What follows belongs to an exercise in optimizing a design on an open flow for small area, a short achievable clock period and few clock cycles per item; a production flow would make more cautious choices. At most, simulation tests tie the RTL to the original design; equivalence was not proved. No activity file was given, so power comes from the tool's default toggle rates.

## core_issue_top
module core_issue_top (
    input  logic                   clk,
    input  logic                   rst,
    input  logic                   instr_valid,
    input  logic [31:0]            instr_word,
    input  logic                   flush,
    output logic                   stall,
    output logic                   wb_valid,
    output logic [5-1:0] wb_rd,
    output logic [32-1:0]       wb_data
);
    logic                   dec_ok;
    core_pkg::dec_t         dec;
    logic                   head_valid;
    core_pkg::dec_t         head;
    logic                   fire;
    logic                   ex_alu, ex_mul, ex_div;
    logic [5-1:0] ex_rd;
    logic [2:0]             ex_funct3;
    logic                   ex_sub;
    logic [32-1:0]       ex_a, ex_b;
    logic [32-1:0]       mul_a, mul_b;
    logic [32-1:0]       alu_res;
    logic                   s2_valid;
    logic [5-1:0] s2_rd;
    logic [32-1:0]       s2_res;
    logic                   div_busy;
    logic [5-1:0] div_rd;
    logic                   div_resv;
    logic                   div_wr;
    logic [32-1:0]       div_res;
    logic                   rf_we;
    logic [5-1:0] rf_waddr;
    logic [32-1:0]       rf_wdata;
    instr_decoder u_decoder (
        .instr_word (instr_word),
        .dec_ok     (dec_ok),
        .dec        (dec)
    );
    instr_queue u_queue (
        .clk        (clk),
        .rst        (rst),
        .flush      (flush),
        .push       (instr_valid && !flush && dec_ok),
        .wr_data    (dec),
        .pop        (fire),
        .head_valid (head_valid),
        .head       (head),
        .stall      (stall)
    );
    instruction_issue u_issue (
        .clk        (clk),
        .rst        (rst),
        .head_valid (head_valid),
        .head       (head),
        .fire       (fire),
        .ex_alu     (ex_alu),
        .ex_mul     (ex_mul),
        .ex_div     (ex_div),
        .ex_rd      (ex_rd),
  ...
For scale: roughly 7,300 cells after synthesis, roughly 1,500 flip-flops, ~75 I/O pins.
make LEC_CHECK=0 ABC_CLOCK_PERIOD_IN_PS=3000 CAP_MARGIN=20 CORE_MARGIN=2 CORE_UTILIZATION=40 SETUP_SLACK_MARGIN=3.0 SLEW_MARGIN=20 finish   # period 7.0 ns
run.sh (not shown) runs the stock make flow with config.mk's settings and CLKGATE_MAP_FILE= SYNTH_SCRIPT=/design/flow/synth_recipe.tcl, a recipe that flattens the netlist after the stock synthesis.
Next try:
--- a/flow/design.v
+++ b/flow/design.v
@@ -61,25 +61,25 @@
     input  logic           push,
     input  core_pkg::dec_t wr_data,
     input  logic           pop,
     output logic           head_valid,
     output core_pkg::dec_t head,
     output logic           stall
 );
     localparam int W = core_pkg::DEC_W;
     logic [DEPTH-1:0][W-1:0] q;
     logic [DEPTH-1:0]        v;
     assign head       = q[0];
     assign head_valid = v[0];
-    assign stall      = v[DEPTH-1];
+    assign stall      = v[DEPTH-1] && !pop;
     always_ff @(posedge clk) begin
         if (rst || flush) begin
             v <= '0;
         end else begin
             for (int i = 0; i < DEPTH; i++) begin
                 if (pop)
                     v[i] <= (i + 1 < DEPTH ? v[(i + 1) % DEPTH] : 1'b0) || (push && v[i]) ||
                             (push && i == 0 && !v[0]);
                 else
                     v[i] <= v[i] || (push && (i == 0 || v[(i + DEPTH - 1) % DEPTH]));
             end
         end
@@ -120,80 +120,70 @@
     input  logic [5-1:0]   s2_rd,
     input  logic [32-1:0]         s2_res,
     input  logic                     div_busy,
     input  logic [5-1:0]   div_rd,
     input  logic                     div_resv,
     input  logic                     div_wr,
     input  logic [32-1:0]         div_res,
     input  logic                     rf_we,
     input  logic [5-1:0]   rf_waddr,
     input  logic [32-1:0]         rf_wdata
 );
     logic [32-1:1][32-1:0] rf;
+    logic [32-1:0][32-1:0] rf_rd;
     logic [5-1:0] rs1;
     logic [5-1:0] rs2;
     logic                   use_rs2;
     logic [32-1:0]       rs1_val;
     logic [32-1:0]       rs2_val;
     logic                   haz_mul;
     logic                   haz_div;
     logic                   blk_div;
     logic                   blk_slot;
     genvar gi;
     generate
         for (gi = 1; gi < 32; gi++) begin : g_rf
             always_ff @(posedge clk) begin
                 if (rf_we && rf_waddr == gi)
                     rf[gi] <= rf_wdata;
             end
         end
     endgenerate
-    logic [32-1:0] rs1_oh;
-    logic [32-1:0] rs2_oh;
-    logic [32-1:0]     rf_rs1;
-    logic [32-1:0]     rf_rs2;
-    always_comb begin
-        rf_rs1 = '0;
-        rf_rs2 = '0;
-        for (int r = 1; r < 32; r++) begin
-            rs1_oh[r] = (rs1 == r);
-            rs2_oh[r] = (rs2 == r);
-            rf_rs1 = rf_rs1 | ({32{rs1_oh[r]}} & rf[r]);
-            rf_rs2 = rf_rs2 | ({32{rs2_oh[r]}} & rf[r]);
-        end
-        rs1_oh[0] = 1'b0;
-        rs2_oh[0] = 1'b0;
-    end
+    assign rf_rd = {rf, {32{1'b0}}};
     assign rs1     = head.rs1;
     assign rs2     = head.imm[4:0];
     assign use_rs2 = !head.use_imm;
     always_comb begin
         if (ex_alu && ex_rd == rs1)
             rs1_val = alu_res;
         else if (s2_valid && s2_rd == rs1)
             rs1_val = s2_res;
         else if (div_wr && div_rd == rs1)
             rs1_val = div_res;
+        else if (rf_we && rf_waddr == rs1)
+            rs1_val = rf_wdata;
         else
-            rs1_val = rf_rs1;
+            rs1_val = rf_rd[rs1];
     end
     always_comb begin
         if (ex_alu && ex_rd == rs2)
             rs2_val = alu_res;
         else if (s2_valid && s2_rd == rs2)
             rs2_val = s2_res;
         else if (div_wr && div_rd == rs2)
             rs2_val = div_res;
+        else if (rf_we && rf_waddr == rs2)
+            rs2_val = rf_wdata;
         else
-            rs2_val = rf_rs2;
+            rs2_val = rf_rd[rs2];
     end
     assign haz_mul  = ex_mul && (ex_rd == rs1 || (use_rs2 && ex_rd == rs2));
     assign haz_div  = div_busy && !div_wr &&
                       (div_rd == rs1 || (use_rs2 && div_rd == rs2) || div_rd == head.rd);
     assign blk_div  = head.div && div_busy && !div_wr;
     assign blk_slot = !head.div && div_resv;
     assign fire = head_valid && !haz_mul && !haz_div && !blk_div && !blk_slot;
     always_ff @(posedge clk) begin
         if (rst) begin
             ex_alu <= 1'b0;
             ex_mul <= 1'b0;
             ex_div <= 1'b0;
@@ -368,37 +358,43 @@
             div_d    <= ex_b;
         end else if (div_align) begin
             div_cnt  <= div_k + 6'd1;
             div_d    <= div_d << div_k[4:0];
         end else if (div_run) begin
             div_cnt  <= div_cnt - 6'd1;
             div_quot <= {div_quot[32-2:0], !div_diff[32]};
             div_d    <= div_d >> 1;
             if (!div_diff[32])
                 div_rem <= div_diff[32-1:0];
         end
     end
-    assign rf_we    = s2_valid || div_wr;
-    assign rf_waddr = s2_valid ? s2_rd : div_rd;
-    assign rf_wdata = s2_valid ? s2_res : div_res;
+    logic                   res_we;
+    logic [5-1:0] res_rd;
+    logic [32-1:0]       res_data;
+    assign res_we   = s2_valid || div_wr;
+    assign res_rd   = s2_valid ? s2_rd : div_rd;
+    assign res_data = s2_valid ? s2_res : div_res;
     always_ff @(posedge clk) begin
         if (rst)
             wb_valid <= 1'b0;
         else
-            wb_valid <= rf_we;
+            wb_valid <= res_we;
     end
     always_ff @(posedge clk) begin
-        wb_rd   <= rf_waddr;
-        wb_data <= rf_wdata;
+        wb_rd   <= res_rd;
+        wb_data <= res_data;
     end
+    assign rf_we    = wb_valid;
+    assign rf_waddr = wb_rd;
+    assign rf_wdata = wb_data;
 endmodule
 module mul_csa (
     input  logic [31:0] a,
     input  logic [31:0] b,
     output logic [31:0] r0,
     output logic [31:0] r1,
     output logic [31:0] r2,
     output logic [31:0] r3
 );
     wire [2:0] bd0 = {b[1], b[0], 1'b0};
     wire one0 = bd0[1] ^ bd0[0];
     wire two0 = (bd0 == 3'b011) | (bd0 == 3'b100);
Worst setup slack improved by 0.061 ns.
Core utilization came out lower by 0.50 points.
Synthesized cell count came out lower by 10%.
Total power came out lower by 0.84%.
Register-to-register slack improved by 0.07 ns.
Fmax came out higher by 1.5%.
Wire length came out lower by 15%.
Via count came out lower by 14%.
Critical path depth came out lower by 2.
Area after synthesis came out higher by 5.4%.
Count of clock-buffer cells in the layout came out lower by 10.
No run of this note included a check of the RTL's function; only the layout flow was run.


Another version of the RTL of core_issue_top (not shown whole).
Size in the first run: roughly 6400 cells after synthesis, roughly 1500 flip-flops.
clock: 7.0 ns
lec_check: 0
abc_clock_period_in_ps: 3000
cap_margin: 20
core_margin: 2
core_utilization: 40
setup_slack_margin: 3.0
slew_margin: 20
The starting point finished clean.
Then changed:
--- a/flow/design.v
+++ b/flow/design.v
@@ -108,17 +108,16 @@
     output logic                     ex_alu,
     output logic                     ex_mul,
     output logic                     ex_div,
     output logic [5-1:0]   ex_rd,
     output logic [2:0]               ex_funct3,
     output logic                     ex_sub,
     output logic [32-1:0]         ex_a,
     output logic [32-1:0]         ex_b,
-    output logic [32-1:0]         mul_a,
     input  logic [32-1:0]         alu_res,
     input  logic                     s2_valid,
     input  logic [5-1:0]   s2_rd,
     input  logic [32-1:0]         s2_res,
     input  logic                     div_busy,
     input  logic [5-1:0]   div_rd,
     input  logic                     div_resv,
     input  logic                     div_wr,
@@ -195,17 +194,16 @@
     logic [32-1:0] op_b;
     assign op_b = head.use_imm ? {{(32-12){head.imm[11]}}, head.imm} : rs2_val;
     always_ff @(posedge clk) begin
         ex_rd     <= head.rd;
         ex_funct3 <= head.funct3;
         ex_sub    <= head.sub;
         ex_a      <= rs1_val;
         ex_b      <= op_b;
-        mul_a     <= head.mul ? rs1_val : '0;
     end
 endmodule
 `timescale 1ns/10ps
 import core_pkg::*;
 module execute_cluster (
     input  logic                   clk,
     input  logic                   rst,
     input  logic                   ex_alu,
@@ -299,16 +297,17 @@
         end
     endfunction
     logic [5:0]       za;
     logic [5:0]       zb;
     logic             b_zero;
     logic             b_le;
     logic             div_run;
     logic             div_align;
+    logic             div_short;
     logic             div_done;
     logic             div_op_rem;
     logic [5:0]       div_za;
     logic [5:0]       div_zb;
     logic [5:0]       div_k;
     logic [5:0]       div_cnt;
     logic [32-1:0] div_rem;
     logic [32-1:0] div_quot;
@@ -318,44 +317,47 @@
     assign zb     = clz32(ex_b);
     assign b_zero = (ex_b == '0);
     assign b_le   = !b_zero && (zb >= za);
     assign div_k  = div_zb - div_za;
     assign div_diff = {1'b0, div_rem} - {1'b0, div_d};
     assign div_done = div_busy && !ex_div && !div_align && !div_run;
     assign div_wr   = div_done && !s2_valid;
     assign div_res  = div_op_rem ? div_rem : div_quot;
-    assign div_resv = (div_align && div_za == div_zb) || (div_run && div_cnt == 6'd2);
+    assign div_resv = (div_run && div_cnt == 6'd2) ||
+                      (div_run && div_cnt == 6'd1 && div_short && (ex_alu || ex_mul));
     always_ff @(posedge clk) begin
         if (rst) begin
             div_busy  <= 1'b0;
             div_align <= 1'b0;
             div_run   <= 1'b0;
         end else begin
             if (issue_div)
                 div_busy <= 1'b1;
             else if (div_wr)
                 div_busy <= 1'b0;
-            div_align <= ex_div && b_le;
-            if (div_align)
+            div_align <= ex_div && b_le && za != zb;
+            if (div_align || (ex_div && b_le && za == zb))
                 div_run <= 1'b1;
             else if (div_run && div_cnt == 6'd1)
                 div_run <= 1'b0;
         end
     end
     always_ff @(posedge clk) begin
         if (issue_div) begin
             div_rd     <= issue_rd;
             div_op_rem <= issue_rem;
         end
     end
     always_ff @(posedge clk) begin
+        div_short <= ex_div;
         if (ex_div) begin
             div_za   <= za;
             div_zb   <= zb;
+            div_cnt  <= 6'd1;
             div_rem  <= ex_a;
             div_quot <= b_zero ? '1 : '0;
             div_d    <= ex_b;
         end else if (div_align) begin
             div_cnt  <= div_k + 6'd1;
             div_d    <= div_d << div_k[4:0];
         end else if (div_run) begin
             div_cnt  <= div_cnt - 6'd1;
@@ -1116,17 +1118,16 @@
     logic                   head_valid;
     core_pkg::dec_t         head;
     logic                   fire;
     logic                   ex_alu, ex_mul, ex_div;
     logic [5-1:0] ex_rd;
     logic [2:0]             ex_funct3;
     logic                   ex_sub;
     logic [32-1:0]       ex_a, ex_b;
-    logic [32-1:0]       mul_a;
     logic [32-1:0]       alu_res;
     logic                   s2_valid;
     logic [5-1:0] s2_rd;
     logic [32-1:0]       s2_res;
     logic                   div_busy;
     logic [5-1:0] div_rd;
     logic                   div_resv;
     logic                   div_wr;
@@ -1159,17 +1160,16 @@
         .ex_alu     (ex_alu),
         .ex_mul     (ex_mul),
         .ex_div     (ex_div),
         .ex_rd      (ex_rd),
         .ex_funct3  (ex_funct3),
         .ex_sub     (ex_sub),
         .ex_a       (ex_a),
         .ex_b       (ex_b),
-        .mul_a      (mul_a),
         .alu_res    (alu_res),
         .s2_valid   (s2_valid),
         .s2_rd      (s2_rd),
         .s2_res     (s2_res),
         .div_busy   (div_busy),
         .div_rd     (div_rd),
         .div_resv   (div_resv),
         .div_wr     (div_wr),
@@ -1184,17 +1184,17 @@
         .ex_alu     (ex_alu),
         .ex_mul     (ex_mul),
         .ex_div     (ex_div),
         .ex_rd      (ex_rd),
         .ex_funct3  (ex_funct3),
         .ex_sub     (ex_sub),
         .ex_a       (ex_a),
         .ex_b       (ex_b),
-        .mul_a      (mul_a),
+        .mul_a      (ex_a),
         .mul_b      (ex_b),
         .alu_res    (alu_res),
         .issue_div  (fire && head.div),
         .issue_rd   (head.rd),
         .issue_rem  (head.funct3[1]),
         .s2_valid   (s2_valid),
         .s2_rd      (s2_rd),
         .s2_res     (s2_res),
- clock-buffer cell count goes down by 9
- die area decreases by 1.4%
- setup slack is better by 0.071 ns
- clock skew goes down by 0.034 ns
- hold slack barely changes
- wire length drops by 0.33%
- total power grows by 16%
- combinational power rose by about 70%
- global-route usage grows by 0.43 points
Testbench counts after the change, summed over its fixed seeds: cycles 17,617, instrs 16,000.
Only the layout flow was run in the first run of this note; the RTL was not checked for function there.

-- afterwards: timing with drivers on the ports --
How much do the figures lean on ideal ports? The routed layouts below were timed once more, with nothing changed but the port constraints.
Step 1 sets driving cells, clkbuf_16 on the clock port and buf_2 on the other inputs (assumed; they add their load-dependent delay and slew).
Step 2 also shifts input and output timing later by t, the mid clock arrival at the registers, as if the neighbouring blocks saw the same clock.
Three values: no drivers, after step 1, after step 2; two values: the first two.
run | t, ns | setup slack, ns | clock arrival spread, ns | worst data-port slew with drivers (ns)
the first run of note 1 | 0.926 | 2.793 / 2.793 / 2.793 | 0.070 / 0.071 | 0.04
the second run of note 1 | 0.923 | 2.854 / 2.760 / 2.865 | 0.048 / 0.048 | 0.08
the first run of note 2 | 0.889 | 2.757 / 2.669 / 3.032 | 0.075 / 0.075 | 0.05
the second run of note 2 | 0.900 | 2.828 / 2.743 / 2.860 | 0.042 / 0.042 | 0.04
After both steps every run listed still meets setup and hold.
